Optimization exercise on an open flow, not production practice. RTL: at most simulated, not proved equivalent. Power: default activity.

<file path="design/flow/config.mk">
export PLATFORM = sky130hd
export DESIGN_NAME = proc_mc
export DESIGN_NICKNAME = proc_mc
export VERILOG_FILES = /design/flow/design.v
export SDC_FILE = /design/flow/constraint.sdc
export NUM_CORES = 4
export LEC_CHECK = 0
export CAP_MARGIN = 20
export CORE_MARGIN = 2
export CORE_UTILIZATION = 40
export SLEW_MARGIN = 20
</file>
<file path="design/flow/constraint.sdc">
create_clock -name core_clock -period 9.0 [get_ports {clk}]
set_input_delay 1.8000 -clock core_clock [delete_from_list [all_inputs] [get_ports {clk}]]
set_output_delay 1.8000 -clock core_clock [all_outputs]
set_load 0.01 [all_outputs]
</file>
<file path="design/flow/design.v">
package proc_pkg;
    localparam logic [3:0] OP_NOP = 4'd0;
    localparam logic [3:0] OP_LD  = 4'd1;
    localparam logic [3:0] OP_STR = 4'd2;
    localparam logic [3:0] OP_BRA = 4'd3;
    localparam logic [3:0] OP_XOR = 4'd4;
    localparam logic [3:0] OP_ADD = 4'd5;
    localparam logic [3:0] OP_ROT = 4'd6;
    localparam logic [3:0] OP_SHF = 4'd7;
    localparam logic [3:0] OP_HLT = 4'd8;
    localparam logic [3:0] OP_CMP = 4'd9;
    localparam logic [2:0] BR_ALWAYS = 3'd0;
    localparam logic [2:0] BR_P      = 3'd1;
    localparam logic [2:0] BR_E      = 3'd2;
    localparam logic [2:0] BR_C      = 3'd3;
    localparam logic [2:0] BR_N      = 3'd4;
    localparam logic [2:0] BR_Z      = 3'd5;
    localparam logic [2:0] BR_NC     = 3'd6;
    localparam logic [2:0] BR_GT     = 3'd7;
    localparam int PSR_C = 0;
    localparam int PSR_P = 1;
    localparam int PSR_E = 2;
    localparam int PSR_N = 3;
    localparam int PSR_Z = 4;
endpackage
module proc_alu (
    input  logic [31:0] x,         
    input  logic [31:0] y,         
    input  logic        sel_add,   
    input  logic        sel_sh,    
    input  logic [4:0]  k,         
    input  logic        m_all,     
    input  logic        m_zero,    
    input  logic        m_pos,     
    input  logic        c_en,      
    output logic [31:0] result,
    output logic        carry
);
    logic [32:0] sum;
    logic [31:0] rot;
    logic [63:0] dbl;
    logic [31:0] mask;
    always_comb begin
        sum = {1'b0, x} + {1'b0, y};
        dbl = {x, x} << k;
        rot = dbl[63:32];
        for (int i = 0; i < 32; i++) begin
            mask[i] = m_all | (~m_zero & (m_pos ? (5'(i) >= k) : (5'(i) < k)));
        end
        if (sel_add)     result = sum[31:0];
        else if (sel_sh) result = rot & mask;
        else             result = x ^ y;
        if (sel_add)     carry = sum[32];
        else if (sel_sh) carry = c_en & (m_pos ? rot[0] : rot[31]);
        else             carry = 1'b0;
    end
endmodule
import proc_pkg::*;
module proc_mc
#(
    parameter  int BUSW   = 32,
    parameter  int RWORDS = 16,
    parameter  int IMMW   = 12,
    parameter  int PSRW   = 5,
    localparam int RINDW  = $clog2(RWORDS)
) (
    input  logic             clk,
    input  logic             rst,
    input  logic             in_valid,
    output logic             in_ready,
    input  logic [3:0]       opcode,
    input  logic             src_is_imm,
    input  logic [IMMW-1:0]  src_op,
    input  logic [RINDW-1:0] dst_op,
    output logic [BUSW-1:0]  res,
    output logic             res_valid,
    output logic [PSRW-1:0]  status,
    output logic             br_taken,
    output logic             halted,
    output logic             illegal
);
    logic [RWORDS-1:0][BUSW-1:0] rf_q;
    logic [RWORDS-1:0]           rfv_q;
    logic             hlt_acc_q;
    logic             a_v_q;
    logic [3:0]       a_op_q;
    logic             a_imm_q;
    logic [IMMW-1:0]  a_src_q;
    logic [RINDW-1:0] a_dst_q;
    logic             acc;
    assign in_ready = ~hlt_acc_q;
    assign acc      = in_valid & ~hlt_acc_q;
    always_ff @(posedge clk or posedge rst) begin
        if (rst) begin
            hlt_acc_q <= 1'b0;
            a_v_q     <= 1'b0;
        end else begin
            hlt_acc_q <= hlt_acc_q | (acc & (opcode == OP_HLT));
            a_v_q     <= acc;
        end
    end
    always_ff @(posedge clk) begin
        a_op_q  <= opcode;
        a_imm_q <= src_is_imm;
        a_src_q <= src_op;
        a_dst_q <= dst_op;
    end
    logic             e_v_q, e_wr_q, e_upd_q, e_bra_q, e_ill_q, e_hlt_q;
    logic [2:0]       e_cond_q;
    logic [RINDW-1:0] e_dst_q;
    logic [BUSW-1:0]  e_x_q, e_y_q;
    logic             e_add_q, e_sh_q, e_mall_q, e_mzero_q, e_mpos_q, e_cen_q;
    logic [4:0]       e_k_q;
    logic             w_v_q, w_wr_q, w_upd_q, w_bra_q, w_ill_q, w_hlt_q, w_c_q;
    logic [2:0]       w_cond_q;
    logic [RINDW-1:0] w_dst_q;
    logic [BUSW-1:0]  w_r_q;
    logic [BUSW-1:0]  alu_res;
    logic             alu_c;
    logic d_ld, d_str, d_bra, d_xor, d_add, d_rot, d_shf, d_hlt, d_cmp, d_ill;
    logic d_wr, d_upd, d_x_reg, d_y_reg;
    logic d_cnt_zero, d_cnt_pos, d_big;
    logic [RINDW-1:0] d_sidx;
    logic [BUSW-1:0]  d_xrf, d_yrf, d_xb, d_yb, d_x, d_y;
    logic d_x_fe, d_y_fe;
    always_comb begin
        d_ld  = (a_op_q == OP_LD);
        d_str = (a_op_q == OP_STR);
        d_bra = (a_op_q == OP_BRA);
        d_xor = (a_op_q == OP_XOR);
        d_add = (a_op_q == OP_ADD);
        d_rot = (a_op_q == OP_ROT);
        d_shf = (a_op_q == OP_SHF);
        d_hlt = (a_op_q == OP_HLT);
        d_cmp = (a_op_q == OP_CMP);
        d_ill = (a_op_q >= 4'd10);
        d_wr  = d_ld | d_xor | d_add | d_rot | d_shf | d_cmp;
        d_upd = d_wr | d_str;
        d_x_reg = d_str | d_xor | d_add | d_rot | d_shf;
        d_y_reg = (d_ld | d_xor | d_add | d_cmp) & ~a_imm_q;
        d_cnt_zero = (a_src_q == '0);
        d_cnt_pos  = ~a_src_q[IMMW-1] & ~d_cnt_zero;
        d_big      = a_src_q[IMMW-1] ? ((a_src_q[IMMW-2:5] != '1) | (a_src_q[4:0] == '0))
                                     : (a_src_q[IMMW-2:5] != '0);
        d_sidx = a_src_q[RINDW-1:0];
        d_xrf  = rfv_q[a_dst_q] ? rf_q[a_dst_q] : '0;
        d_yrf  = rfv_q[d_sidx]  ? rf_q[d_sidx]  : '0;
        if (d_x_reg)      d_xb = (w_v_q & w_wr_q & (w_dst_q == a_dst_q)) ? w_r_q : d_xrf;
        else if (d_cmp)   d_xb = '1;
        else              d_xb = '0;
        if (d_y_reg)      d_yb = (w_v_q & w_wr_q & (w_dst_q == d_sidx)) ? w_r_q : d_yrf;
        else if ((d_ld | d_xor | d_add | d_cmp)) d_yb = BUSW'(a_src_q);
        else              d_yb = '0;
        d_x_fe = d_x_reg & e_v_q & e_wr_q & (e_dst_q == a_dst_q);
        d_y_fe = d_y_reg & e_v_q & e_wr_q & (e_dst_q == d_sidx);
        d_x = d_x_fe ? alu_res : d_xb;
        d_y = d_y_fe ? alu_res : d_yb;
    end
    always_ff @(posedge clk or posedge rst) begin
        if (rst) begin
            e_v_q <= 1'b0;
        end else begin
            e_v_q <= a_v_q;
        end
    end
    always_ff @(posedge clk) begin
        e_wr_q    <= d_wr;
        e_upd_q   <= d_upd;
        e_bra_q   <= d_bra;
        e_ill_q   <= d_ill;
        e_hlt_q   <= d_hlt;
        e_cond_q  <= a_src_q[2:0];
        e_dst_q   <= a_dst_q;
        e_x_q     <= d_x;
        e_y_q     <= d_y;
        e_add_q   <= d_add;
        e_sh_q    <= d_rot | d_shf;
        e_k_q     <= a_src_q[4:0];
        e_mall_q  <= ~d_shf | d_cnt_zero;
        e_mzero_q <= d_big;
        e_mpos_q  <= d_cnt_pos;
        e_cen_q   <= ~d_cnt_zero & ~(d_shf & d_big);
    end
    proc_alu u_alu (
        .x       (e_x_q),
        .y       (e_y_q),
        .sel_add (e_add_q),
        .sel_sh  (e_sh_q),
        .k       (e_k_q),
        .m_all   (e_mall_q),
        .m_zero  (e_mzero_q),
        .m_pos   (e_mpos_q),
        .c_en    (e_cen_q),
        .result  (alu_res),
        .carry   (alu_c)
    );
    always_ff @(posedge clk or posedge rst) begin
        if (rst) begin
            w_v_q <= 1'b0;
        end else begin
            w_v_q <= e_v_q;
        end
    end
    always_ff @(posedge clk) begin
        w_wr_q   <= e_wr_q;
        w_upd_q  <= e_upd_q;
        w_bra_q  <= e_bra_q;
        w_ill_q  <= e_ill_q;
        w_hlt_q  <= e_hlt_q;
        w_cond_q <= e_cond_q;
        w_dst_q  <= e_dst_q;
        w_r_q    <= alu_res;
        w_c_q    <= alu_c;
    end
    logic [4:0] psr_q, w_flags, w_psr;
    logic       w_cond;
    logic       o_v_q, o_br_q, o_ill_q, halted_q;
    logic [BUSW-1:0] o_res_q;
    logic [4:0] o_st_q;
    always_comb begin
        w_flags        = '0;
        w_flags[PSR_C] = w_c_q;
        w_flags[PSR_P] = ~^w_r_q;
        w_flags[PSR_E] = ~w_r_q[0];
        w_flags[PSR_N] = w_r_q[BUSW-1];
        w_flags[PSR_Z] = (w_r_q == '0);
        w_psr = w_upd_q ? w_flags : psr_q;
        case (w_cond_q)
            BR_ALWAYS: w_cond = 1'b1;
            BR_P:      w_cond = psr_q[PSR_P];
            BR_E:      w_cond = psr_q[PSR_E];
            BR_C:      w_cond = psr_q[PSR_C];
            BR_N:      w_cond = psr_q[PSR_N];
            BR_Z:      w_cond = psr_q[PSR_Z];
            BR_NC:     w_cond = ~psr_q[PSR_C];
            default:   w_cond = ~psr_q[PSR_N] & ~psr_q[PSR_Z];
        endcase
    end
    always_ff @(posedge clk or posedge rst) begin
        if (rst) begin
            psr_q    <= '0;
            rfv_q    <= '0;
            o_v_q    <= 1'b0;
            halted_q <= 1'b0;
        end else begin
            o_v_q <= w_v_q;
            if (w_v_q) begin
                psr_q <= w_psr;
                if (w_wr_q) rfv_q[w_dst_q] <= 1'b1;
                if (w_hlt_q) halted_q <= 1'b1;
            end
        end
    end
    for (genvar r = 0; r < RWORDS; r++) begin : g_rf
        always_ff @(posedge clk) begin
            if (w_v_q && w_wr_q && (w_dst_q == RINDW'(r))) rf_q[r] <= w_r_q;
        end
    end
    always_ff @(posedge clk) begin
        o_res_q <= w_r_q;
        o_st_q  <= w_psr;
        o_br_q  <= w_bra_q & w_cond;
        o_ill_q <= w_ill_q;
    end
    assign res       = o_res_q;
    assign res_valid = o_v_q;
    assign status    = PSRW'(o_st_q);
    assign br_taken  = o_br_q;
    assign illegal   = o_ill_q;
    assign halted    = halted_q;
endmodule
</file>
<file path="design/flow/run.sh">
#!/bin/bash
# synth_recipe.tcl (not shown) runs the flow's synth.tcl, then flattens the netlist and writes it again
# the make line also repeats each setting of config.mk as NAME=value (left out here)
make -C /OpenROAD-flow-scripts/flow DESIGN_CONFIG=/design/flow/config.mk WORK_HOME=/design/flow/orfs CLKGATE_MAP_FILE= SYNTH_SCRIPT=/design/flow/synth_recipe.tcl finish
</file>
==> metrics.yaml, run 1 <==
logic_synthesis:
  synth_common_cells: "512 x edfxtp_1, 356 x mux4_2, 189 x dfxtp_1"
  synth.area.top_cells: "edfxtp_1 42%, mux4_2 22%, dfxtp_1 10%, a21oi_1 2.1%, dfrtp_1 1.9%"
  synth_most_common_cell: "edfxtp_1"
  yosysSeqAreaShare_pct: 54.5
  yosys.area.top_type: "edfxtp_1"
  async_reset_ff_share_pct: 3.71
  avgSynthCellArea_sq_um: 14.9
  synth_area_sq_mm: 0.0364
  synth_warnings: 2
  synth-seq-cells: 728
  netlist_instances: 2448
  syn_nets: 2526
  synth_edf_count: 512
  synth_ff_type: "edfxtp_1"
  ys_types: 83
  yosys.area.top_type_share_pct: 42.3
hold_path:
  hold_path_class: "reg -> reg"
grt:
  gr-total-overflow: 0
  antenna_found_initial: 4
  grt_use_total_pct: 24.0
  grt_pass1_vias: 23851
  grt_pass1_wl_um: 166000
  grt_start_max_net_pins: 103
timing:
  relSlewSlack_pct: 24.2
  fin_crit_ns: 3.87
  worst_slew_pin_slew_ns: 1.14
  slew_violations: 0
  setup_viol: 0
  max_freq_ghz: 0.258
  final.period_utilization_pct: 43.0
  final-hold-violation-count: 0
  fin_tns_setup_ns: 0
  finalClockSkew_ns: 0.0318
  grt_setup_unrepaired: "false"
routing:
  drc: 0
  drtIter0Drc: 3178
  num_vias: 23560
  dr.pass1.iters: 6
  post_drt_via_cell_ratio: 6.35
  totalWireLength_um: 112000
  postRouteAntennaNets: 0
  wl_per_cell_um: 30.2
power:
  p_leak_nw: 14.0
  p_per_area_mw_per_mm2: 192
  peakVddDrop_mv: 0.127
setup_path:
  required_ns: 9.50
  cp-end-kind: "flop"
  crit_chain: "buf_12, mux4_2, mux4_2, nor3b_1, a21oi_1, o22ai_1"
  worst-path-buf-inv: 1
  path_delay_family: "multiplexers"
  slowest_stage: "dfxtp_4"
  cpPeakStageDelay_ns: 0.93
  start_kind: "flop"
  worst-setup-path-type: "reg -> reg"
  crit_arrival_ns: 4.37
  crit_fanout: 102
  cp_common_cell: "mux4_2"
layout:
  multi_input_area_sq_mm: 0.0155
  layout.nets: 2548
  diodes: 0
  seq_area_sq_mm: 0.0199
  nFillCells: 7801
  drive_gt1_share_pct: 25.2
  postLayoutCoreUtil_pct: 45.5
  area_growth_pct: 12.5
clock_tree:
  postCtsSetupBuffers: 0
  clk_latency_ns: 0.65
  numCtsBuffers: 79
  ctsHtreeMaxLevel: 3
  ctsResizeCount: 0
  cts_tree: "yes"
  cts_hold_buffers: 0
  clock_sinks: 728
  cts-root-buf: "clkbuf_16"
  clk_path_buf_depth: 3
  clk_pin_slew_ns: 0.06
outcome:
  status: "no timing/DRC/antenna violations"
run:
  maxCapViolations: 0
placement:
  portBuffers: 65
  place.gp.congestion: 0.964
  dp_hpwl_um: 69000
floorplan:
  die_w_um: 306
  initial_utilization_pct: 40.4
  ios: 66
  dieArea_sq_mm: 0.0934
  coreArea_sq_mm: 0.0900
  die_h_um: 306
  rows: 110
-- cells in the final DEF (no fill, tap or decap), types with 8 or more instances in the layout --
cell type	instances
xor2_1	21
a211oi_1	10
edfxtp_1	512
o22ai_1	30
ha_1	53
mux2i_1	52
dfxtp_1	176
clkbuf_16	81
a21oi_1	156
o21ai_1	32
clkinv_2	25
mux2_4	13
dfrtp_1	27
clkbuf_1	11
and3_1	10
nor2b_1	14
o21ai_0	64
nor3b_1	24
o21bai_1	15
nand3_1	26
o221ai_1	15
mux2_2	35
o31ai_1	10
nand4_1	16
nor2_4	12
a221oi_1	22
buf_4	49
xnor2_1	43
nor2_1	89
dfxtp_2	8
nor3_1	20
inv_1	107
a31oi_1	17
nand2b_1	10
clkdlybuf4s50_1	65
a21o_1	21
mux4_2	356
nand2_1	134
clkinv_1	8
-- worst paths after layout --
kind	from	end	slack, ns	cells past startpoint
worst max-delay path	a_src_q[0]	e_y_q[28]	5.13	6
worst min-delay path	e_upd_q	w_upd_q	0.33	0
worst max register to register	a_src_q[0]	e_y_q[28]	5.13	6
worst min register to register	e_upd_q	w_upd_q	0.33	0
max in group asynchronous	rst	psr_q[4]	7.10	2
min in group asynchronous	rst	halted_q	1.52	2
-- logic make-up after synthesis --
kind of cell,Yosys count,synth area share [%]
mux,464,25.5
xor+xnor,64,1.54
buf+inv,285,3.35
fa+ha+maj,54,1.88
simple gates,387,4.97
compound gates,466,8.20
flops,728,54.5
-- through the flow --
| step | setup slack [ns] | hold slack [ns] | std cells | instance area (sq um) | total power, mW |
|---|---|---|---|---|---|
| 2_1_floorplan | 5.24 | 0.310 | 2448 | 36400 | 4.33 |
| 3_3_place_gp | 4.98 | 0.312 | 3564 | 38300 | 4.62 |
| 3_5_place_dp | 4.97 | 0.312 | 3564 | 38300 | 4.63 |
| 4_1_cts | 4.94 | 0.328 | 3712 | 40900 | 7.91 |
| 5_1_grt | 4.85 | 0.327 | 3713 | 40900 | 8.09 |
| 6_report | 5.13 | 0.328 | 3713 | 40900 | 7.85 |
-- registers in the layout (all words and copies together), names as in the netlist, 3 cells and up --
register and count:
rf_q 512, e_x_q 32, e_y_q 32, o_res_q 32, w_r_q 32, rfv_q 16
a_src_q 12, e_k_q 5, o_st_q 5, psr_q 5, a_dst_q 4, a_op_q 4
e_dst_q 4, w_dst_q 4, w_cond_q 3
-- where the power goes --
group	switching (mW)	internal [mW]	total, mW
Sequential	0.154	3.67	3.82
Clock	1.38	1.90	3.28
Combinational	0.400	0.350	0.750
Total	1.94	5.91	7.85
-- layer usage --
metal	vias up	GRT usage, %	wire length (um)
li1	9835	-	-
met1	12249	33.5	46000
met2	1263	37.8	52200
met3	209	4.47	10200
met4	4	8.56	3540
met5	-	0	27
-- area by class of cell --
type / count / share of cell area [%]
Multi-Input combinational cell: 1435 / 37.8
Tap cell: 1176 / 3.60
Clock inverter: 49 / 1.14
Sequential cell: 728 / 48.5
Inverter: 110 / 1.01
Clock buffer: 99 / 5.29
Timing Repair Buffer: 116 / 2.61
Testbench counts, summed over its fixed seeds: cycles 16,032, items 16,000.
==> run 2: changes to the inputs <==
--- a/design/flow/design.v
+++ b/design/flow/design.v
@@ -144,6 +144,10 @@
                                      : (a_src_q[IMMW-2:5] != '0);
         d_sidx = a_src_q[RINDW-1:0];
-        d_xrf  = rfv_q[a_dst_q] ? rf_q[a_dst_q] : '0;
-        d_yrf  = rfv_q[d_sidx]  ? rf_q[d_sidx]  : '0;
+        d_xrf  = '0;
+        d_yrf  = '0;
+        for (int r = 0; r < RWORDS; r++) begin
+            d_xrf = d_xrf | ({BUSW{rfv_q[r] & (a_dst_q == RINDW'(r))}} & rf_q[r]);
+            d_yrf = d_yrf | ({BUSW{rfv_q[r] & (d_sidx  == RINDW'(r))}} & rf_q[r]);
+        end
         if (d_x_reg)      d_xb = (w_v_q & w_wr_q & (w_dst_q == a_dst_q)) ? w_r_q : d_xrf;
         else if (d_cmp)   d_xb = '1;
==> metrics.yaml, run 2 <==
outcome:
  status: "no timing/DRC/antenna violations"
logic_synthesis:
  synth_area_sq_mm: 0.0345
  yosys.area.top_type: "edfxtp_1"
  synth_edf_count: 512
  synth.area.top_cells: "edfxtp_1 45%, a22oi_1 11%, dfxtp_1 11%, nand2_1 3.8%, dfrtp_1 2.0%"
  netlist_instances: 2975
  yosysSeqAreaShare_pct: 57.5
  async_reset_ff_share_pct: 3.71
  synth_ff_type: "edfxtp_1"
  ys_types: 86
  synth_most_common_cell: "edfxtp_1"
  synth-seq-cells: 728
  synth_common_cells: "512 x edfxtp_1, 506 x a22oi_1, 345 x nand2_1"
  synth_warnings: 2
  syn_nets: 3053
  avgSynthCellArea_sq_um: 11.6
  yosys.area.top_type_share_pct: 44.6
setup_path:
  path_delay_family: "compound AO/OA/AOI/OAI gates"
  slowest_stage: "a311oi_1"
  start_kind: "flop"
  cp_common_cell: "o21ai_1"
  cpPeakStageDelay_ns: 0.78
  rrSetupSlack_ns: 4.73
  required_ns: 9.44
  crit_chain: "ha_1, inv_1, fa_1, nor2b_1, o2111ai_1, a211oi_2, o21ai_1, o21ai_1, a2111oi_0, a311oi_1, a22oi_1"
  worst-setup-path-type: "reg -> reg"
  worst-path-buf-inv: 1
  crit_arrival_ns: 4.71
  cp-end-kind: "flop"
  crit_fanout: 8
clock_tree:
  clk_latency_ns: 0.64
  clock_sinks: 728
  cts_hold_buffers: 0
  postCtsSetupBuffers: 0
  ctsHtreeMaxLevel: 3
  ctsResizeCount: 0
  clk_pin_slew_ns: 0.06
  clk_path_buf_depth: 3
  numCtsBuffers: 78
  cts_tree: "yes"
  cts-root-buf: "clkbuf_16"
power:
  total_power_mw: 7.62
  power.share.clock_pct: 45.4
  pwr-share-comb_pct: 5.2
  cell_internal_pwr_mw: 5.86
  p_leak_nw: 14.6
  power_switching_mw: 1.75
  p_per_area_mw_per_mm2: 195
  seqPwrFrac_pct: 49.4
  p_sw_share_pct: 23.0
  peakVddDrop_mv: 0.150
floorplan:
  die_h_um: 298
  coreArea_sq_mm: 0.0853
  initial_utilization_pct: 40.5
  die_w_um: 298
  dieArea_sq_mm: 0.0886
  rows: 107
  ios: 66
grt:
  grt_pass1_wl_um: 187000
  grt_pass1_vias: 26812
  antenna_found_initial: 1
  grt_use_total_pct: 28.8
  gr-total-overflow: 0
  grt_start_max_net_pins: 65
timing:
  final.period_utilization_pct: 47.5
  max_freq_ghz: 0.234
  grt_setup_unrepaired: "false"
  fin_crit_ns: 4.27
  relSlewSlack_pct: 10.5
  setup_viol: 0
  slew_violations: 0
  worst_slew_pin_slew_ns: 1.33
  fin_tns_setup_ns: 0
  finalClockSkew_ns: 0.0201
  final-hold-violation-count: 0
layout:
  layout.nets: 3034
  final_cell_count_no_fill: 4167
  largest_reg_flops: 512
  postLayoutCoreUtil_pct: 45.8
  mostFrequentLayoutCell: "edfxtp_1"
  mostFrequentLayoutCells: "512 x edfxtp_1, 506 x a22oi_1, 345 x nand2_1"
  drive_gt1_share_pct: 11.1
  top_register: "rf_q"
  area_growth_pct: 13.3
hold_path:
  hold_path_class: "reg -> reg"
routing:
  post_drt_via_cell_ratio: 6.65
  postRouteAntennaNets: 0
  drtIter0Drc: 4297
  dr.pass1.iters: 9
  wl_per_cell_um: 31.6
  drc: 0
  num_vias: 27715
  totalWireLength_um: 132000
run:
  maxCapViolations: 0
placement:
  portBuffers: 65
  place.gp.congestion: 0.969
  dp.cells: 4020
  dp_hpwl_um: 76400
-- run 2: power groups by stage --
| stage | Clock, mW | Combinational (mW) | Sequential, mW |
|---|---|---|---|
| after floorplan | 0 | 0.254 | 3.77 |
| after global placement | 0 | 0.391 | 3.83 |
| after detailed placement | 0 | 0.392 | 3.83 |
| after CTS | 3.49 | 0.394 | 3.76 |
| after global routing | 3.62 | 0.424 | 3.77 |
| final | 3.46 | 0.395 | 3.77 |
-- run 2: logic make-up after synthesis --
group                    after synthesis  share of synthesized area [%]
AO/OA/AOI/OAI                        956                           19.7
flip-flops                           728                           57.5
AND/OR/NAND/NOR                      727                           9.87
buffers and inverters                310                           3.79
multiplexers                         136                           5.54
XOR/XNOR                              64                           1.62
adder cells (fa/ha/maj)               54                           1.98
-- run 2: path summary, 6_finish.rpt --
kind | from | end | cells after the start
worst max-delay path | e_x_q[0] | e_x_q[28] | 11
worst min-delay path | e_hlt_q | w_hlt_q | 0
worst max register to register | e_x_q[0] | e_x_q[28] | 11
worst min register to register | e_hlt_q | w_hlt_q | 0
max in group asynchronous | rst | rfv_q[2] | 2
min in group asynchronous | rst | halted_q | 2
-- run 2: final cells by class --
class	count	area (sq um)
Antenna cell	1	2.50
Clock buffer	99	2170
Clock inverter	47	619
Fill cell	7702	46200
Inverter	81	304
Multi-Input combinational cell	1937	13600
Sequential cell	728	19800
Tap cell	1144	1430
Timing Repair Buffer	130	1140
-- run 2: metal layers --
metal	wire, um	GRT usage [%]	vias up
met1	49600	37.3	13578
met3	16100	7.27	456
met4	6750	13.8	0
li1	-	-	11576
met2	59100	45.0	2105
met5	0	0	-
-- run 2: metrics by stage --
| stage | cell area (sq um) | hold slack [ns] | setup WS, ns |
|---|---|---|---|
| floorplan | 34500 | 0.310 | 5.20 |
| global placement | 36300 | 0.311 | 5.05 |
| detailed placement | 36300 | 0.317 | 5.01 |
| CTS | 39100 | 0.330 | 4.99 |
| global route | 39100 | 0.332 | 4.56 |
| finish | 39100 | 0.329 | 4.73 |
Testbench counts of run 2, summed over its fixed seeds: cycles 16,032, items 16,000.
==> run 3: changes to the inputs <==
--- a/design/flow/config.mk
+++ b/design/flow/config.mk
@@ -6,6 +6,8 @@
 export NUM_CORES = 4
 export LEC_CHECK = 0
+export ABC_CLOCK_PERIOD_IN_PS = 3000
 export CAP_MARGIN = 20
 export CORE_MARGIN = 2
 export CORE_UTILIZATION = 40
+export SETUP_SLACK_MARGIN = 5
 export SLEW_MARGIN = 20
==> metrics.yaml, run 3 <==
outcome:
  status: "no timing/DRC/antenna violations"
timing:
  fin_tns_setup_ns: 0
  grt_setup_unrepaired: "false"
  worst_slew_pin_slew_ns: 1.27
  final-hold-violation-count: 0
  max_freq_ghz: 0.260
  finalClockSkew_ns: 0.0223
  final.period_utilization_pct: 42.7
  setup_viol: 0
  relSlewSlack_pct: 14.9
  whs_ns: 0.329
  slew_violations: 0
  fin_crit_ns: 3.85
hold_path:
  hold_path_class: "reg -> reg"
  hold_end: "w_hlt_q"
  hp-start: "e_hlt_q"
  holdPathStages: 0
routing:
  totalWireLength_um: 132000
  dr.pass1.iters: 6
  drtIter0Drc: 4126
  wl_per_cell_um: 31.6
  drc: 0
  num_vias: 27728
  postRouteAntennaNets: 0
  post_drt_via_cell_ratio: 6.65
grt:
  gr-total-overflow: 0
  grt_pass1_wl_um: 187000
  antenna_found_initial: 1
  grt_use_total_pct: 28.8
  grt_pass1_vias: 26858
  grt_start_max_net_pins: 65
logic_synthesis:
  ys_types: 86
  syn_nets: 3053
  yosysSeqAreaShare_pct: 57.5
  netlist_instances: 2975
  synth_warnings: 2
  synth_compound_area_share_pct: 19.7
  synthMuxAreaShare_pct: 5.54
  yosys.area.top_type: "edfxtp_1"
  synth_area_sq_mm: 0.0345
  synthSimpleGateAreaFrac_pct: 9.87
  synth_fa_ha_area_share_pct: 1.98
  synth_common_cells: "512 x edfxtp_1, 506 x a22oi_1, 345 x nand2_1"
  synth_ff_type: "edfxtp_1"
  yosys.area.top_type_share_pct: 44.6
  synth.area.top_cells: "edfxtp_1 45%, a22oi_1 11%, dfxtp_1 11%, nand2_1 3.8%, dfrtp_1 2.0%"
  synth_most_common_cell: "edfxtp_1"
  avgSynthCellArea_sq_um: 11.6
  synth_top_family_by_area: "compound AO/OA/AOI/OAI gates"
  async_reset_ff_share_pct: 3.71
  synth-seq-cells: 728
  synth_edf_count: 512
  synth_xor_area_share_pct: 1.62
power:
  p_per_area_mw_per_mm2: 195
  p_leak_nw: 14.6
  peakVddDrop_mv: 0.150
  total_power_mw: 7.62
run:
  maxCapViolations: 0
setup_path:
  crit_arrival_ns: 4.28
  required_ns: 9.43
  start_kind: "flop"
  crit_start: "e_x_q[0]"
  rr_startpoint: "e_x_q[0]"
  worst-setup-path-type: "reg -> reg"
  r2r-end: "e_y_q[26]"
  cp-end-kind: "flop"
  crit_fanout: 8
  rrSetupSlack_ns: 5.15
  r2r_cells: 11
placement:
  place.gp.congestion: 0.969
  dp_hpwl_um: 76400
  portBuffers: 65
floorplan:
  initial_utilization_pct: 40.5
  rows: 107
  coreArea_sq_mm: 0.0853
  ios: 66
  die_w_um: 298
  dieArea_sq_mm: 0.0886
  die_h_um: 298
layout:
  largest_reg_flops: 512
  top_register: "rf_q"
  drive_gt1_share_pct: 11.3
  layout.nets: 3035
  mostFrequentLayoutCells: "512 x edfxtp_1, 506 x a22oi_1, 344 x nand2_1"
  area_growth_pct: 13.4
  mostFrequentLayoutCell: "edfxtp_1"
clock_tree:
  clk_pin_slew_ns: 0.06
  ctsHtreeMaxLevel: 3
  cts_tree: "yes"
  clk_path_buf_depth: 3
  cts-root-buf: "clkbuf_16"
  clock_sinks: 728
  clk_latency_ns: 0.65
  numCtsBuffers: 78
[run 3: how the worst max path moves through the flow]
| stage | endpoint |
|---|---|
| 2_1_floorplan | rf_q[32] |
| 3_3_place_gp | e_x_q[28] |
| 3_5_place_dp | e_x_q[28] |
| 4_1_cts | e_y_q[26] |
| 5_1_grt | e_y_q[26] |
| 6_report | e_y_q[26] |
[run 3: per-stage QoR]
stage               worst slack [ns]  utilization, %  area (sq um)  instances
floorplan                       5.20               -         34500       2975
global placement                5.05            42.5         36300       4020
global route                    5.02            45.9         39100       4167
CTS                             5.11            45.8         39100       4166
detailed placement              5.01            42.5         36300       4020
finish                          5.15            45.9         39100       4168
[run 3: power breakdown]
part / internal [mW] / switching (mW) / total (mW)
logic: 0.165 / 0.232 / 0.397
clock network: 2.05 / 1.40 / 3.46
registers: 3.65 / 0.119 / 3.77
total: 5.86 / 1.76 / 7.62
[run 3: layer usage]
| layer | GRT usage, % | routed length (um) | vias up |
|---|---|---|---|
| li1 | - | - | 11585 |
| met1 | 37.3 | 49700 | 13492 |
| met2 | 44.8 | 59100 | 2159 |
| met3 | 7.34 | 15800 | 492 |
| met4 | 14.2 | 7230 | 0 |
| met5 | 0 | 0 | - |
[run 3: repair_timing]
item | in CTS | in global routing
gates resized for setup | 1 | 4
pin swaps | 0 | 1
endpoints found under the setup margin | 1 | 8
buffers inserted | 0 | 1
hold buffers | 0 | 0
[run 3: cells by family (layout without fill, tap and decap cells)]
family / after synthesis / count (layout)
DFF: 728 / 728
muxes: 136 / 136
and+or+nand+nor: 727 / 727
AOI/OAI and AO/OA: 956 / 956
xor gates and xnor gates: 64 / 64
buffers and inverters: 310 / 358
adders and majority gates: 54 / 54
other: 0 / 1
[run 3: critical path: stages, from the launching register on]
cell,delay (ns)
dfxtp_1,0.55
ha_1,0.26
inv_1,0.06
fa_1,0.39
nor2b_1,0.23
o2111ai_1,0.29
a211oi_4,0.48
o21ai_1,0.22
o21ai_1,0.36
xor2_1,0.15
a221oi_2,0.45
o22ai_1,0.20
[run 3: area by class of cell]
| class | count | area (sq um) |
|---|---|---|
| antenna | 1 | 2.50 |
| clock buffer | 99 | 2170 |
| clock inverter | 47 | 619 |
| fill | 7703 | 46200 |
| inverter | 81 | 308 |
| multi-input combinational | 1937 | 13600 |
| sequential | 728 | 19800 |
| tap | 1144 | 1430 |
| timing repair buffer | 131 | 1150 |
==> run 4: changes to the inputs <==
==> design/flow/flow/run.sh (new file) <==
#!/bin/bash
# Standard ORFS layout, with repair_timing aiming for more setup slack.
set -euo pipefail
bash standard.sh SETUP_SLACK_MARGIN=7 finish > standard.log 2>&1
==> design/flow/standard.sh (new file) <==
#!/bin/bash
# synth_recipe.tcl (not shown) runs the flow's synth.tcl, then flattens the netlist and writes it again
# the make line also repeats each setting of config.mk as NAME=value (left out here)
make -C /OpenROAD-flow-scripts/flow DESIGN_CONFIG=/design/flow/config.mk WORK_HOME=/design/flow/orfs CLKGATE_MAP_FILE= SYNTH_SCRIPT=/design/flow/synth_recipe.tcl "${@:-finish}"
removed: design/flow/run.sh
==> metrics.yaml, run 4 <==
outcome:
  status: "no timing/DRC/antenna violations"
power:
  peakVddDrop_mv: 0.136
  p_leak_nw: 16.3
  power_switching_mw: 1.85
  p_per_area_mw_per_mm2: 173
  power.share.clock_pct: 41.7
  pwr-share-comb_pct: 10.1
  total_power_mw: 7.69
  cell_internal_pwr_mw: 5.84
  seqPwrFrac_pct: 48.2
  p_sw_share_pct: 24.1
grt:
  grtUsageMet1_pct: 40.8
  antenna_found_initial: 4
  use_met3_pct: 9.09
  grt_start_max_net_pins: 65
  grt_pass1_vias: 28900
  met2_usage_pct: 48.1
  top_usage_layer: "met2"
  grt_use_total_pct: 31.6
  gr-total-overflow: 0
  grt_pass1_wl_um: 205000
logic_synthesis:
  netlist_instances: 2975
  yosys.area.top_type_share_pct: 44.6
  ys_types: 86
  synth_area_sq_mm: 0.0345
  synth-seq-cells: 728
  synth_warnings: 2
  synth.area.top_cells: "edfxtp_1 45%, a22oi_1 11%, dfxtp_1 11%, nand2_1 3.8%, dfrtp_1 2.0%"
  synth_common_cells: "512 x edfxtp_1, 506 x a22oi_1, 345 x nand2_1"
  async_reset_ff_share_pct: 3.71
  avgSynthCellArea_sq_um: 11.6
  syn_nets: 3053
  synth_edf_count: 512
  synth_ff_type: "edfxtp_1"
  yosys.area.top_type: "edfxtp_1"
  synth_most_common_cell: "edfxtp_1"
  yosysSeqAreaShare_pct: 57.5
clock_tree:
  clk_latency_ns: 0.65
  clk_path_buf_depth: 3
  numCtsBuffers: 78
  ctsHtreeMaxLevel: 3
  cts_tree: "yes"
  clock_sinks: 728
  cts-root-buf: "clkbuf_16"
  clk_pin_slew_ns: 0.06
timing:
  relSlewSlack_pct: 29.3
  setup_viol: 0
  worst_slew_pin_slew_ns: 1.06
  whs_ns: 0.325
  grt_setup_unrepaired: "true"
  slew_violations: 0
  finalClockSkew_ns: 0.0313
  final-hold-violation-count: 0
  fin_crit_ns: 2.98
  fin_tns_setup_ns: 0
  final.period_utilization_pct: 33.1
  max_freq_ghz: 0.336
routing:
  post_drt_via_cell_ratio: 6.82
  postRouteAntennaNets: 0
  totalWireLength_um: 147000
  drc: 0
  drtIter0Drc: 5158
  wl_per_cell_um: 33.7
  num_vias: 29785
  dr.pass1.iters: 6
placement:
  dp_hpwl_um: 79200
  place.gp.congestion: 0.946
  dp.cells: 4020
  portBuffers: 65
setup_path:
  crit_fanout: 2
  crit_arrival_ns: 1.18
  cp-end-kind: "primary output"
  required_ns: 7.20
  start_kind: "flop"
  worst-setup-path-type: "reg -> out"
floorplan:
  die_h_um: 298
  rows: 107
  initial_utilization_pct: 40.5
  ios: 66
  dieArea_sq_mm: 0.0886
  die_w_um: 298
  coreArea_sq_mm: 0.0853
layout:
  top_register: "rf_q"
  nFillCells: 7132
  multi_input_area_sq_mm: 0.0163
  layout.nets: 3231
  mostFrequentLayoutCell: "edfxtp_1"
  largest_reg_flops: 512
  final_cell_count_no_fill: 4366
  mostFrequentLayoutCells: "512 x edfxtp_1, 487 x a22oi_1, 326 x nand2_1"
  area_growth_pct: 28.7
  drive_gt1_share_pct: 31.4
  seq_area_sq_mm: 0.0201
run:
  maxCapViolations: 0
hold_path:
  hold_path_class: "reg -> reg"
-- run 4: cell counts after synthesis --
Identical to the previous run, type by type.
-- run 4: area by class of cell --
type                       instances  share of cell area, %
sequential                       728                   45.4
multi-input combinational       1938                   36.7
timing repair buffer             325                   8.22
clock buffer                     109                   4.89
tap                             1144                   3.22
clock inverter                    37                  0.845
inverter                          81                  0.741
timing repair inverter             1                 0.0169
antenna                            3                 0.0169
-- run 4: stage by stage --
stage | instance area, sq um | util [%] | setup slack [ns]
2_1_floorplan | 35100 | - | 6.41
3_3_place_gp | 36700 | 43.0 | 5.11
3_5_place_dp | 36700 | 43.0 | 5.20
4_1_cts | 43100 | 50.5 | 5.99
5_1_grt | 44400 | 52.1 | 5.98
6_report | 44400 | 52.1 | 6.02
-- run 4: power groups by stage --
stage / logic [mW] / clock network [mW] / registers [mW]
after floorplan: 0.266 / 0 / 3.78
after global placement: 0.389 / 0 / 3.85
after detailed placement: 0.391 / 0 / 3.85
after CTS: 0.689 / 3.22 / 3.71
after global routing: 0.802 / 3.36 / 3.71
final: 0.778 / 3.21 / 3.71
-- run 4: kinds of logic after synthesis --
| kind of cell | after synthesis | share of synthesized area [%] |
|---|---|---|
| simple gates | 727 | 9.87 |
| mux | 136 | 5.54 |
| compound gates | 956 | 19.7 |
| fa+ha+maj | 54 | 1.98 |
| flops | 728 | 57.5 |
| xor+xnor | 64 | 1.62 |
| buf+inv | 310 | 3.79 |
-- run 4: critical path: stages, from the launching register on --
cell,delay [ns]
dfrtp_1,0.39
inv_2,0.07
buf_6,0.09
-- run 4: metal layers --
metal  vias to the layer above  part of all wire (%)  routed length [um]
li1                      11983                     -                   -
met1                     14534                    37               53800
met2                      2631                    43               64000
met3                       629                    13               19600
met4                         8                   6.4                9480
met5                         -                  0.16                 237
-- run 4: worst paths after layout --
| kind | startpoint | slack (ns) | to | depth (start not counted) |
|---|---|---|---|---|
| max | hlt_acc_q | 6.02 | in_ready | 2 |
| min in group asynchronous | rst | 1.60 | rfv_q[11] | 2 |
| max in group asynchronous | rst | 7.13 | w_v_q | 2 |
| min reg2reg | w_ill_q | 0.32 | o_ill_q | 0 |
| min | w_ill_q | 0.32 | o_ill_q | 0 |
| max reg2reg | e_x_q[10] | 6.19 | e_x_q[30] | 11 |
-- run 4: timing repair --
item                                    4_1_cts  5_1_grt
hold buffers                                  0        0
cloned                                        9        4
buffers inserted                            149       35
resized for setup                           727      210
endpoints found under the setup margin      664      264
pin swaps                                   106       93
hold endpoints to repair                      0        0
==> run 5: changes to the inputs <==
==> design/flow/flow/run.sh (replaced) <==
#!/bin/bash
# Standard ORFS layout, with repair_timing aiming for more setup slack.
set -euo pipefail
bash standard.sh SETUP_SLACK_MARGIN=6 finish > standard.log 2>&1
==> metrics.yaml, run 5 <==
outcome:
  status: "no timing/DRC/antenna violations"
logic_synthesis:
  yosys.area.top_type_share_pct: 44.6
  synth.area.top_cells: "edfxtp_1 45%, a22oi_1 11%, dfxtp_1 11%, nand2_1 3.8%, dfrtp_1 2.0%"
  ys_types: 86
  yosysSeqAreaShare_pct: 57.5
  async_reset_ff_share_pct: 3.71
  synth-seq-cells: 728
  synth_most_common_cell: "edfxtp_1"
  netlist_instances: 2975
  synth_edf_count: 512
  synth_ff_type: "edfxtp_1"
  yosys.area.top_type: "edfxtp_1"
  synth_warnings: 2
  syn_nets: 3053
  synth_common_cells: "512 x edfxtp_1, 506 x a22oi_1, 345 x nand2_1"
  avgSynthCellArea_sq_um: 11.6
  synth_area_sq_mm: 0.0345
clock_tree:
  clk_latency_ns: 0.66
  cts_hold_buffers: 0
  cts-root-buf: "clkbuf_16"
  numCtsBuffers: 75
  clock_sinks: 728
  clk_path_buf_depth: 3
  cts_tree: "yes"
  ctsHtreeMaxLevel: 3
  clk_pin_slew_ns: 0.06
floorplan:
  die_h_um: 298
  initial_utilization_pct: 40.5
  die_w_um: 298
  ios: 66
  rows: 107
  dieArea_sq_mm: 0.0886
  coreArea_sq_mm: 0.0853
routing:
  postRouteAntennaNets: 0
  num_vias: 28306
  totalWireLength_um: 135000
  post_drt_via_cell_ratio: 6.77
  dr.pass1.iters: 7
  drtIter0Drc: 5111
  drc: 0
  wl_per_cell_um: 32.3
setup_path:
  cpPeakStageDelay_ns: 0.39
  required_ns: 7.20
  start_kind: "flop"
  worst-setup-path-type: "reg -> out"
  crit_chain: "inv_2, buf_6"
  crit_arrival_ns: 1.20
  crit_fanout: 2
  slowest_stage: "dfrtp_1"
  cp-end-kind: "primary output"
  r2r_cells: 8
power:
  power_switching_mw: 1.72
  power.share.clock_pct: 43.5
  pwr-share-comb_pct: 5.4
  p_leak_nw: 14.8
  seqPwrFrac_pct: 51.1
  peakVddDrop_mv: 0.133
  p_per_area_mw_per_mm2: 187
  cell_internal_pwr_mw: 5.65
  p_sw_share_pct: 23.4
layout:
  largest_reg_flops: 512
  postLayoutCoreUtil_pct: 46.3
  mostFrequentLayoutCell: "edfxtp_1"
  area_growth_pct: 14.4
  drive_gt1_share_pct: 16.3
  final_area_sq_mm: 0.0395
  layout.nets: 3054
  final_cell_count_no_fill: 4182
  mostFrequentLayoutCells: "512 x edfxtp_1, 505 x a22oi_1, 343 x nand2_1"
  top_register: "rf_q"
  diodes: 0
timing:
  worst_slew_pin_slew_ns: 1.05
  finalClockSkew_ns: 0.0457
  final-hold-violation-count: 0
  setup_viol: 0
  slew_violations: 0
  fin_tns_setup_ns: 0
  relSlewSlack_pct: 30.3
  grt_setup_unrepaired: "true"
  final.period_utilization_pct: 33.3
  fin_crit_ns: 3.00
  max_freq_ghz: 0.334
placement:
  portBuffers: 65
  dp.cells: 4022
  dpl-instance-area_sq_mm: 0.0363
  dp_hpwl_um: 78100
  place.gp.congestion: 0.985
grt:
  grt_use_total_pct: 29.6
  grt_start_max_net_pins: 65
  gr-total-overflow: 0
  grt_pass1_wl_um: 193000
  antenna_found_initial: 1
  grt_pass1_vias: 27469
hold_path:
  holdPathStages: 0
  hold_path_class: "reg -> reg"
run:
  maxCapViolations: 0
[run 5: metrics by stage]
stage               power, mW  setup WS (ns)  hold slack (ns)
CTS                      7.40           5.92            0.327
global route             7.58           5.96            0.332
global placement         4.22           5.30            0.313
finish                   7.38           6.00            0.327
floorplan                4.03           6.05            0.310
detailed placement       4.22           5.24            0.312
[run 5: power groups by stage]
stage	clock, mW	sequential (mW)	combinational (mW)
final	3.21	3.77	0.399
after global routing	3.38	3.77	0.426
after CTS	3.24	3.76	0.396
after detailed placement	0	3.83	0.393
after global placement	0	3.83	0.392
after floorplan	0	3.77	0.254
[run 5: per-layer routing]
| metal | up-vias | global-route usage, % | routed length (um) |
|---|---|---|---|
| met5 | - | 0 | 0 |
| met1 | 13674 | 38.0 | 49300 |
| li1 | 11598 | - | - |
| met4 | 0 | 15.7 | 8180 |
| met2 | 2421 | 45.3 | 59500 |
| met3 | 613 | 8.34 | 18100 |
[run 5: logic make-up (layout without fill, tap and decap cells)]
family                     after synthesis  in the layout  share of synthesized area [%]
xor gates and xnor gates                64             64                           1.62
adders and majority gates               54             54                           1.98
buffers and inverters                  310            373                           3.79
muxes                                  136            136                           5.54
AOI/OAI and AO/OA                      956            956                           19.7
DFF                                    728            728                           57.5
and+or+nand+nor                        727            727                           9.87
[run 5: final cells by class]
cell class              instances  area, sq um
repair buffers                152         1220
inverters                      81          315
repair inverters                1         5.00
well taps                    1144         1430
fillers                      7665        45800
multi-input cells            1937        14100
clock buffers                 103         2120
flip-flops and latches        728        19900
clock inverters                36          417
[run 5: worst max-delay path: cells and delay by family (launching register included)]
kind / cells / cell delay, ns
buf+inv: 2 / 0.17
flops: 1 / 0.39
[run 5: path summary, 6_finish.rpt]
path                       slack (ns)        end       from
min in group asynchronous        1.55  hlt_acc_q        rst
setup reg to reg                 6.02      w_c_q   e_k_q[3]
hold / removal                   0.33    w_ill_q    e_ill_q
setup / recovery                 6.00   in_ready  hlt_acc_q
max in group asynchronous        7.05   rfv_q[2]        rst
hold reg to reg                  0.33    w_ill_q    e_ill_q
[run 5: timing repair]
item,4_1_cts,5_1_grt
gates resized for setup,227,86
buffers inserted,14,5
endpoints found under the setup margin,136,74
cloned,2,0
pin swaps,7,11
==> run 6: changes to the inputs <==
--- a/design/flow/config.mk
+++ b/design/flow/config.mk
@@ -10,4 +10,6 @@
 export CORE_MARGIN = 2
 export CORE_UTILIZATION = 40
+export CTS_BUF_LIST = sky130_fd_sc_hd__clkbuf_8
+export CTS_CLUSTER_SIZE = 30
 export SETUP_SLACK_MARGIN = 5
 export SLEW_MARGIN = 20
==> metrics.yaml, run 6 <==
outcome:
  status: "no timing/DRC/antenna violations"
setup_path:
  path_delay_family: "flip-flops"
  crit_arrival_ns: 1.27
  cpPeakStageDelay_ns: 0.39
  required_ns: 7.20
  slowest_stage: "dfrtp_1"
  rr_startpoint: "e_k_q[3]"
  cp-end-kind: "primary output"
  r2r-end: "w_c_q"
  crit_chain: "inv_2, buf_6"
  worst-path-buf-inv: 2
  worst-setup-path-type: "reg -> out"
  start_kind: "flop"
  crit_fanout: 2
  rrSetupSlack_ns: 5.97
  r2r_cells: 8
timing:
  relSlewSlack_pct: 28.5
  whs_ns: 0.326
  fin_tns_setup_ns: 0
  fin_crit_ns: 3.07
  slew_violations: 0
  grt_setup_unrepaired: "true"
  final-hold-violation-count: 0
  setup_viol: 0
  worst_slew_pin_slew_ns: 1.07
  final.period_utilization_pct: 34.1
  finalClockSkew_ns: 0.0287
  max_freq_ghz: 0.326
  setup_slack_ns: 5.93
logic_synthesis:
  synth_common_cells: "512 x edfxtp_1, 506 x a22oi_1, 345 x nand2_1"
  synth-seq-cells: 728
  async_reset_ff_share_pct: 3.71
  avgSynthCellArea_sq_um: 11.6
  synth_ff_type: "edfxtp_1"
  synth_area_sq_mm: 0.0345
  ys_types: 86
  yosys.area.top_type: "edfxtp_1"
  syn_nets: 3053
  netlist_instances: 2975
  yosysSeqAreaShare_pct: 57.5
  synth_edf_count: 512
  synth_most_common_cell: "edfxtp_1"
  yosys.area.top_type_share_pct: 44.6
  synth_warnings: 2
  synth.area.top_cells: "edfxtp_1 45%, a22oi_1 11%, dfxtp_1 11%, nand2_1 3.8%, dfrtp_1 2.0%"
floorplan:
  initial_utilization_pct: 40.5
  die_h_um: 298
  die_w_um: 298
  rows: 107
  coreArea_sq_mm: 0.0853
  dieArea_sq_mm: 0.0886
  ios: 66
run:
  maxCapViolations: 0
layout:
  mostFrequentLayoutCells: "512 x edfxtp_1, 505 x a22oi_1, 343 x nand2_1"
  area_growth_pct: 14.0
  layout.nets: 3090
  drive_gt1_share_pct: 18.3
  mostFrequentLayoutCell: "edfxtp_1"
  top_register: "rf_q"
  largest_reg_flops: 512
  postLayoutCoreUtil_pct: 46.1
power:
  cell_internal_pwr_mw: 5.17
  peakVddDrop_mv: 0.106
  pwr-share-comb_pct: 6.0
  p_leak_nw: 14.9
  seqPwrFrac_pct: 55.0
  power_switching_mw: 1.68
  power.share.clock_pct: 39.0
  p_per_area_mw_per_mm2: 174
  p_sw_share_pct: 24.6
clock_tree:
  numCtsBuffers: 112
  clk_pin_slew_ns: 0.06
  ctsHtreeMaxLevel: 3
  cts_tree: "yes"
  clock_sinks: 728
  cts_hold_buffers: 0
  clk_path_buf_depth: 3
  clk_latency_ns: 0.73
  cts-root-buf: "clkbuf_8"
hold_path:
  holdPathStages: 0
  hold_path_class: "reg -> reg"
  hp-start: "e_ill_q"
  hold_end: "w_ill_q"
routing:
  num_vias: 28392
  post_drt_via_cell_ratio: 6.67
  wl_per_cell_um: 31.7
  wl_met3_um: 16800
  dr.pass1.iters: 7
  totalWireLength_um: 135000
  drc: 0
  routed.top_layer: "met5"
  detail_route.wirelength.met1_um: 50200
  postRouteAntennaNets: 0
  drtIter0Drc: 4832
  route.met2.wl_um: 60200
placement:
  dp_hpwl_um: 78100
  place.gp.congestion: 0.985
  portBuffers: 65
  place_ws_ns: 5.24
grt:
  antenna_found_initial: 6
  grt_start_max_net_pins: 65
  grt_use_total_pct: 29.4
  grt_pass1_wl_um: 192000
  grt_pass1_vias: 27724
  gr-total-overflow: 0
run 6: cell count changes in the layout (fill, tap and decap cells not counted), moves of 8 or more:
cell | before | now
clkinv_1 | 8 | 23
inv_1 | 74 | 114
dfxtp_1 | 144 | 114
dfxtp_2 | 39 | 65
clkbuf_1 | 18 | 0
buf_2 | 31 | 15
clkbuf_8 | 7 | 119
clkinv_2 | 12 | 20
buf_6 | 4 | 29
clkbuf_16 | 78 | 0
run 6: worst max path at each step:
stage / start / to / slack (ns) / cells after the start
2_1_floorplan: w_v_q / rf_q[416] / 6.05 / 5
3_3_place_gp: e_add_q / e_x_q[24] / 5.30 / 7
4_1_cts: hlt_acc_q / in_ready / 5.87 / 2
6_report: hlt_acc_q / in_ready / 5.93 / 2
5_1_grt: hlt_acc_q / in_ready / 5.86 / 2
3_5_place_dp: e_x_q[0] / e_x_q[28] / 5.24 / 11
run 6: timing repair:
item,CTS,global route
buffers inserted,15,3
gates resized for setup,287,107
endpoints found under the setup margin,136,94
pin swaps,7,8
gates cloned,2,0
run 6: cells by family (layout without fill, tap and decap cells):
group / after synthesis / in the layout / share of synthesized area [%]
compound gates: 956 / 956 / 19.7
mux: 136 / 136 / 5.54
simple gates: 727 / 727 / 9.87
xor+xnor: 64 / 64 / 1.62
other cells: 0 / 1 / 0
fa+ha+maj: 54 / 54 / 1.98
flops: 728 / 728 / 57.5
buf+inv: 310 / 445 / 3.79
run 6: power groups by stage:
stage,registers (mW),clock network (mW),logic [mW]
after floorplan,3.77,0,0.254
after global placement,3.83,0,0.392
after detailed placement,3.83,0,0.393
after CTS,3.77,2.71,0.401
after global routing,3.78,2.86,0.437
final,3.77,2.67,0.411
run 6: stage by stage:
step,power (mW),cell area (sq um),cells
floorplan,4.03,34500,2975
global placement,4.22,36300,4022
detailed placement,4.22,36300,4022
CTS,6.88,38900,4251
global route,7.08,39400,4255
finish,6.85,39400,4255
run 6: cell type report:
| cell class | count | area [sq um] |
|---|---|---|
| repair buffers | 151 | 1330 |
| flip-flops and latches | 728 | 20000 |
| inverters | 81 | 315 |
| fillers | 7727 | 45900 |
| repair inverters | 1 | 5.00 |
| well taps | 1144 | 1430 |
| clock buffers | 119 | 1640 |
| diodes | 1 | 2.50 |
| multi-input cells | 1937 | 14100 |
| clock inverters | 93 | 534 |
run 6: worst register-to-register path, delay by kind of cell, from the launching register on:
kind / cells / cell delay [ns]
mux: 4 / 1.58
compound gates: 2 / 0.51
simple gates: 1 / 0.10
buf+inv: 1 / 0.29
flops: 1 / 0.34
run 6: metal layers:
| layer | up-vias | global-route usage (%) |
|---|---|---|
| li1 | 11698 | - |
| met1 | 13845 | 37.5 |
| met2 | 2283 | 45.5 |
| met3 | 558 | 7.99 |
| met4 | 8 | 15.6 |
| met5 | - | 0 |
==> run 7: changes to the inputs <==
--- a/design/flow/config.mk
+++ b/design/flow/config.mk
@@ -10,6 +10,5 @@
 export CORE_MARGIN = 2
 export CORE_UTILIZATION = 40
-export CTS_BUF_LIST = sky130_fd_sc_hd__clkbuf_8
-export CTS_CLUSTER_SIZE = 30
+export CTS_BUF_LIST = sky130_fd_sc_hd__clkbuf_4 sky130_fd_sc_hd__clkbuf_8
 export SETUP_SLACK_MARGIN = 5
 export SLEW_MARGIN = 20
==> metrics.yaml, run 7 <==
logic_synthesis:
  synth.area.top_cells: "edfxtp_1 45%, a22oi_1 11%, dfxtp_1 11%, nand2_1 3.8%, dfrtp_1 2.0%"
  netlist_instances: 2975
  synth_fa_ha_area_share_pct: 1.98
  synth_ff_type: "edfxtp_1"
  yosys.area.top_type: "edfxtp_1"
  ys_types: 86
  synth_xor_area_share_pct: 1.62
  async_reset_ff_share_pct: 3.71
  synthMuxAreaShare_pct: 5.54
  synth_top_family_by_area: "compound AO/OA/AOI/OAI gates"
  syn_nets: 3053
  synthSimpleGateAreaFrac_pct: 9.87
  synth_most_common_cell: "edfxtp_1"
  yosys.area.top_type_share_pct: 44.6
  yosysSeqAreaShare_pct: 57.5
  synth_compound_area_share_pct: 19.7
  synth-seq-cells: 728
  avgSynthCellArea_sq_um: 11.6
  synth_common_cells: "512 x edfxtp_1, 506 x a22oi_1, 345 x nand2_1"
  synth_area_sq_mm: 0.0345
  synth_edf_count: 512
  synth_warnings: 2
placement:
  place.gp.congestion: 0.985
  dp_hpwl_um: 78100
  portBuffers: 65
layout:
  largest_reg_flops: 512
  area_growth_pct: 14.5
  mostFrequentLayoutCell: "edfxtp_1"
  top_register: "rf_q"
  layout.nets: 3089
  postLayoutCoreUtil_pct: 46.3
  drive_gt1_share_pct: 19.6
  mostFrequentLayoutCells: "512 x edfxtp_1, 505 x a22oi_1, 343 x nand2_1"
grt:
  antenna_found_initial: 4
  grt_start_max_net_pins: 65
  grt_pass1_wl_um: 192000
  gr-total-overflow: 0
  grt_use_total_pct: 29.4
  grt_pass1_vias: 27772
floorplan:
  die_h_um: 298
  initial_utilization_pct: 40.5
  coreArea_sq_mm: 0.0853
  ios: 66
  dieArea_sq_mm: 0.0886
  die_w_um: 298
  rows: 107
setup_path:
  path_delay_family: "flip-flops"
  worst-setup-path-type: "reg -> out"
  rrSetupSlack_ns: 6.00
  worst-path-buf-inv: 2
  r2r-end: "w_c_q"
  r2r_cells: 8
  crit_chain: "inv_2, buf_6"
  required_ns: 7.20
  cpPeakStageDelay_ns: 0.39
  slowest_stage: "dfrtp_1"
  cp-end-kind: "primary output"
  rr_startpoint: "e_k_q[3]"
  crit_fanout: 2
  crit_arrival_ns: 1.27
  start_kind: "flop"
hold_path:
  hold_end: "w_ill_q"
  hp-start: "e_ill_q"
  holdPathStages: 0
  hold_path_class: "reg -> reg"
clock_tree:
  clk_pin_slew_ns: 0.06
  clk_path_buf_depth: 3
  cts_tree: "yes"
  clock_sinks: 728
  clk_latency_ns: 0.74
  ctsHtreeMaxLevel: 3
  cts-root-buf: "clkbuf_8"
  numCtsBuffers: 112
routing:
  post_drt_via_cell_ratio: 6.68
  totalWireLength_um: 135000
  wl_per_cell_um: 31.7
  drc: 0
  num_vias: 28429
  drtIter0Drc: 4874
  postRouteAntennaNets: 0
  dr.pass1.iters: 8
power:
  p_per_area_mw_per_mm2: 178
  peakVddDrop_mv: 0.108
  p_leak_nw: 14.8
run:
  maxCapViolations: 0
timing:
  fin_tns_setup_ns: 0
  grt_setup_unrepaired: "true"
  setup_viol: 0
  finalClockSkew_ns: 0.0326
  final-hold-violation-count: 0
  slew_violations: 0
  fin_crit_ns: 3.07
  worst_slew_pin_slew_ns: 1.08
  relSlewSlack_pct: 27.9
  final.period_utilization_pct: 34.1
  max_freq_ghz: 0.326
outcome:
  status: "no timing/DRC/antenna violations"
## run 7: cell counts after synthesis
No cell type changed its count.
## run 7: kinds of logic after synthesis
kind of cell	after synthesis
AND/OR/NAND/NOR	727
AO/OA/AOI/OAI	956
multiplexers	136
flip-flops	728
adder cells (fa/ha/maj)	54
XOR/XNOR	64
buffers and inverters	310
## run 7: area by class of cell
class	instances	area (sq um)
clock inverter	53	384
timing repair buffer	150	1330
timing repair inverter	1	5.00
sequential	728	20000
clock buffer	159	1940
fill	7708	45800
tap	1144	1430
antenna	2	5.00
multi-input combinational	1937	14200
inverter	81	315
## run 7: per-stage QoR
step / power [mW] / worst slack [ns] / hold slack [ns] / cell area (sq um) / cells
3_5_place_dp: 4.22 / 5.24 / 0.312 / 36300 / 4022
6_report: 7.02 / 5.93 / 0.326 / 39500 / 4255
2_1_floorplan: 4.03 / 6.05 / 0.310 / 34500 / 2975
3_3_place_gp: 4.22 / 5.30 / 0.313 / 36300 / 4022
5_1_grt: 7.25 / 5.86 / 0.332 / 39500 / 4254
4_1_cts: 7.04 / 5.87 / 0.326 / 39000 / 4251
## run 7: worst max-delay path by stage
| stage | startpoint | endpoint | slack (ns) | cells after the start |
|---|---|---|---|---|
| final | hlt_acc_q | in_ready | 5.93 | 2 |
| after global routing | hlt_acc_q | in_ready | 5.86 | 2 |
| after CTS | hlt_acc_q | in_ready | 5.87 | 2 |
| after detailed placement | e_x_q[0] | e_x_q[28] | 5.24 | 11 |
| after global placement | e_add_q | e_x_q[24] | 5.30 | 7 |
| after floorplan | w_v_q | rf_q[416] | 6.05 | 5 |
## run 7: metal layers
metal  GRT usage (%)  vias up  share of wire (%)
li1                -    11702                  -
met1            37.5    13740                 36
met4            15.6        4                5.8
met3            8.20      590                 13
met5               0        -              0.019
met2            45.5     2393                 44
## run 7: power by group
group	internal [mW]	switching, mW	total, mW	leakage, nW
sequential	3.65	0.122	3.77	6.66
combinational	0.171	0.240	0.411	6.95
clock	1.52	1.32	2.84	1.24
## run 7: what timing repair did
action	4_1_cts	5_1_grt
cloned	2	0
setup endpoints to repair	136	97
pin swaps	7	4
gates resized for setup	287	112
hold buffers	0	0
buffers inserted	15	2
==> run 8: changes to the inputs <==
--- a/design/flow/design.v
+++ b/design/flow/design.v
@@ -122,5 +122,7 @@
     logic d_cnt_zero, d_cnt_pos, d_big;
     logic [RINDW-1:0] d_sidx;
-    logic [BUSW-1:0]  d_xrf, d_yrf, d_xb, d_yb, d_x, d_y;
+    logic [BUSW-1:0]  d_xb, d_yb, d_x, d_y;
+    logic [RWORDS-1:0] d_x_sel, d_y_sel;
+    logic             d_x_w, d_y_w;
     logic d_x_fe, d_y_fe;
     always_comb begin
@@ -144,16 +146,16 @@
                                      : (a_src_q[IMMW-2:5] != '0);
         d_sidx = a_src_q[RINDW-1:0];
-        d_xrf  = '0;
-        d_yrf  = '0;
+        d_x_w = d_x_reg & w_v_q & w_wr_q & (w_dst_q == a_dst_q);
+        d_y_w = d_y_reg & w_v_q & w_wr_q & (w_dst_q == d_sidx);
         for (int r = 0; r < RWORDS; r++) begin
-            d_xrf = d_xrf | ({BUSW{rfv_q[r] & (a_dst_q == RINDW'(r))}} & rf_q[r]);
-            d_yrf = d_yrf | ({BUSW{rfv_q[r] & (d_sidx  == RINDW'(r))}} & rf_q[r]);
-        end
-        if (d_x_reg)      d_xb = (w_v_q & w_wr_q & (w_dst_q == a_dst_q)) ? w_r_q : d_xrf;
-        else if (d_cmp)   d_xb = '1;
-        else              d_xb = '0;
-        if (d_y_reg)      d_yb = (w_v_q & w_wr_q & (w_dst_q == d_sidx)) ? w_r_q : d_yrf;
-        else if ((d_ld | d_xor | d_add | d_cmp)) d_yb = BUSW'(a_src_q);
-        else              d_yb = '0;
+            d_x_sel[r] = d_x_reg & ~d_x_w & rfv_q[r] & (a_dst_q == RINDW'(r));
+            d_y_sel[r] = d_y_reg & ~d_y_w & rfv_q[r] & (d_sidx  == RINDW'(r));
+        end
+        d_xb = {BUSW{d_x_w}} & w_r_q | {BUSW{d_cmp}};
+        d_yb = {BUSW{d_y_w}} & w_r_q | ({BUSW{(d_ld | d_xor | d_add | d_cmp) & a_imm_q}} & BUSW'(a_src_q));
+        for (int r = 0; r < RWORDS; r++) begin
+            d_xb = d_xb | ({BUSW{d_x_sel[r]}} & rf_q[r]);
+            d_yb = d_yb | ({BUSW{d_y_sel[r]}} & rf_q[r]);
+        end
         d_x_fe = d_x_reg & e_v_q & e_wr_q & (e_dst_q == a_dst_q);
         d_y_fe = d_y_reg & e_v_q & e_wr_q & (e_dst_q == d_sidx);
--- a/design/flow/config.mk
+++ b/design/flow/config.mk
@@ -10,5 +10,6 @@
 export CORE_MARGIN = 2
 export CORE_UTILIZATION = 40
-export CTS_BUF_LIST = sky130_fd_sc_hd__clkbuf_4 sky130_fd_sc_hd__clkbuf_8
+export CTS_CLUSTER_DIAMETER = 100
+export CTS_CLUSTER_SIZE = 22
 export SETUP_SLACK_MARGIN = 5
 export SLEW_MARGIN = 20
==> metrics.yaml, run 8 <==
logic_synthesis:
  synth_xor_area_share_pct: 1.64
  synth_common_cells: "512 x edfxtp_1, 189 x dfxtp_1, 164 x nand2_1"
  ys_types: 88
  synth_most_common_cell: "edfxtp_1"
  synth.area.top_cells: "edfxtp_1 46%, dfxtp_1 11%, a222oi_1 4.2%, a22oi_1 3.1%, mux4_2 2.8%"
  yosys.area.top_type_share_pct: 45.7
  synth_warnings: 2
  synth_ff_type: "edfxtp_1"
  async_reset_ff_share_pct: 3.71
  synth_compound_area_share_pct: 19.5
  synth_area_sq_mm: 0.0336
  synthSimpleGateAreaFrac_pct: 8.68
  yosys.area.top_type: "edfxtp_1"
  synth_top_family_by_area: "compound AO/OA/AOI/OAI gates"
  yosysSeqAreaShare_pct: 58.9
  synth_edf_count: 512
  synthMuxAreaShare_pct: 5.76
  synth_fa_ha_area_share_pct: 2.03
  netlist_instances: 2676
  avgSynthCellArea_sq_um: 12.6
  synth-seq-cells: 728
  syn_nets: 2754
timing:
  final.period_utilization_pct: 33.9
  max_freq_ghz: 0.328
  slew_violations: 0
  whs_ns: 0.334
  fin_tns_setup_ns: 0
  finalClockSkew_ns: 0.0492
  grt_setup_unrepaired: "true"
  fin_crit_ns: 3.05
  worst_slew_pin_slew_ns: 0.963
  final-hold-violation-count: 0
  relSlewSlack_pct: 35.6
  setup_viol: 0
routing:
  drc: 0
  dr.pass1.iters: 17
  num_vias: 27735
  wl_per_cell_um: 36.9
  totalWireLength_um: 141000
  postRouteAntennaNets: 0
  post_drt_via_cell_ratio: 7.25
  drtIter0Drc: 5938
floorplan:
  initial_utilization_pct: 40.3
  die_w_um: 294
  ios: 66
  rows: 106
  dieArea_sq_mm: 0.0865
  die_h_um: 294
  coreArea_sq_mm: 0.0834
layout:
  nFillCells: 7364
  largest_reg_flops: 512
  seq_area_sq_mm: 0.0199
  drive_gt1_share_pct: 19.3
  top_register: "rf_q"
  mostFrequentLayoutCells: "512 x edfxtp_1, 163 x nand2_1, 142 x a222oi_1"
  area_growth_pct: 14.0
  multi_input_area_sq_mm: 0.0137
  final_cell_count_no_fill: 3826
  mostFrequentLayoutCell: "edfxtp_1"
  layout.nets: 2790
grt:
  antenna_found_initial: 6
  gr-total-overflow: 0
  grt_pass1_vias: 26498
  grt_use_total_pct: 31.7
  grt_start_max_net_pins: 64
  grt_pass1_wl_um: 197000
run:
  maxCapViolations: 0
setup_path:
  start_kind: "flop"
  rr_startpoint: "e_k_q[2]"
  slowest_stage: "mux4_2"
  worst-setup-path-type: "reg -> reg"
  cp-end-kind: "flop"
  path_delay_family: "compound AO/OA/AOI/OAI gates"
  worst-path-buf-inv: 3
  r2r-end: "e_y_q[15]"
  crit_chain: "buf_12, bufbuf_16, nor2b_1, a222oi_1, buf_4, mux4_2, o21ai_2, o221ai_2, a32oi_1"
  cpPeakStageDelay_ns: 0.46
  required_ns: 9.51
  crit_fanout: 30
  rrSetupSlack_ns: 5.95
  crit_arrival_ns: 3.55
  r2r_cells: 9
hold_path:
  hp-start: "e_ill_q"
  holdPathStages: 0
  hold_path_class: "reg -> reg"
  hold_end: "w_ill_q"
power:
  p_per_area_mw_per_mm2: 164
  peakVddDrop_mv: 0.141
  p_leak_nw: 12.8
  total_power_mw: 6.30
clock_tree:
  cts_tree: "yes"
  numCtsBuffers: 41
  clk_path_buf_depth: 3
  ctsHtreeMaxLevel: 2
  clk_pin_slew_ns: 0.09
  clk_latency_ns: 0.65
  clock_sinks: 728
  cts_hold_buffers: 0
  cts-root-buf: "clkbuf_16"
placement:
  dp_hpwl_um: 82300
  portBuffers: 65
  dp.cells: 3707
  place.gp.congestion: 0.991
outcome:
  status: "no timing/DRC/antenna violations"
[run 8: cell types whose count changed in the layout (fill, tap and decap cells not counted), sizes merged, moves of 27 or more]
cell / previous run / this run
a221oi: 15 / 105
clkinv: 44 / 4
nand3: 37 / 69
nand2: 345 / 164
nand4: 27 / 54
nor4: 51 / 6
a222oi: 0 / 142
clkbuf: 160 / 78
a22oi: 506 / 137
a22o: 9 / 53
o21ai: 93 / 65
[run 8: logic make-up after synthesis]
kind of cell,Yosys count
adders and majority gates,54
AOI/OAI and AO/OA,835
xor gates and xnor gates,63
muxes,133
DFF,728
and+or+nand+nor,583
buffers and inverters,280
[run 8: layer usage]
layer | up-vias | part of all wire (%) | GRT usage, %
met5 | - | 0.0078 | 0
met4 | 2 | 6.0 | 16.7
met3 | 574 | 15 | 9.98
met2 | 2507 | 43 | 47.3
met1 | 13695 | 36 | 41.4
li1 | 10957 | - | -
[run 8: metrics by stage]
| stage | utilization (%) | setup WS [ns] | instance area (sq um) |
|---|---|---|---|
| after global placement | 42.9 | 4.88 | 35800 |
| after detailed placement | 42.9 | 4.84 | 35800 |
| final | 46.0 | 5.95 | 38300 |
| after floorplan | - | 6.18 | 33700 |
| after CTS | 45.3 | 5.94 | 37800 |
| after global routing | 46.0 | 5.90 | 38300 |
[run 8: layout make-up]
| cell class | count | area share [%] |
|---|---|---|
| repair buffers | 187 | 4.60 |
| flip-flops and latches | 728 | 52.0 |
| multi-input cells | 1668 | 35.7 |
| inverters | 86 | 0.845 |
| clock inverters | 9 | 0.408 |
| clock buffers | 67 | 2.93 |
| diodes | 1 | 0.00653 |
| well taps | 1080 | 3.52 |
[run 8: worst reg2reg max path, cell delays in order (launching register included)]
cell and delay [ns]:
dfxtp_4 0.37, buf_12 0.13, bufbuf_16 0.31, nor2b_1 0.34
a222oi_1 0.13, buf_4 0.18, mux4_2 0.46, o21ai_2 0.34
o221ai_2 0.29, a32oi_1 0.37
[run 8: repair_timing]
item,in CTS,in global routing
gates cloned,4,0
gates resized for setup,297,121
pin swaps,11,24
setup buffers,17,21
setup endpoints to repair,134,90
[run 8: how the worst max path moves through the flow]
stage                           from         to  slack (ns)  cells after the start
final                       e_k_q[2]  e_y_q[15]        5.95                      9
after global routing       a_op_q[2]  e_y_q[30]        5.90                     10
after CTS                   e_x_q[4]   e_x_q[8]        5.94                      9
after detailed placement  w_dst_q[3]   e_x_q[5]        4.84                      9
after global placement    w_dst_q[3]  e_x_q[12]        4.88                      9
after floorplan           w_dst_q[0]  rf_q[256]        6.18                      5
[run 8: power by group]
group | internal, mW | switching (mW)
clock network | 0.908 | 1.17
logic | 0.192 | 0.272
registers | 3.64 | 0.110
total | 4.74 | 1.56
Testbench counts of run 8, summed over its fixed seeds: cycles 16,032, items 16,000.
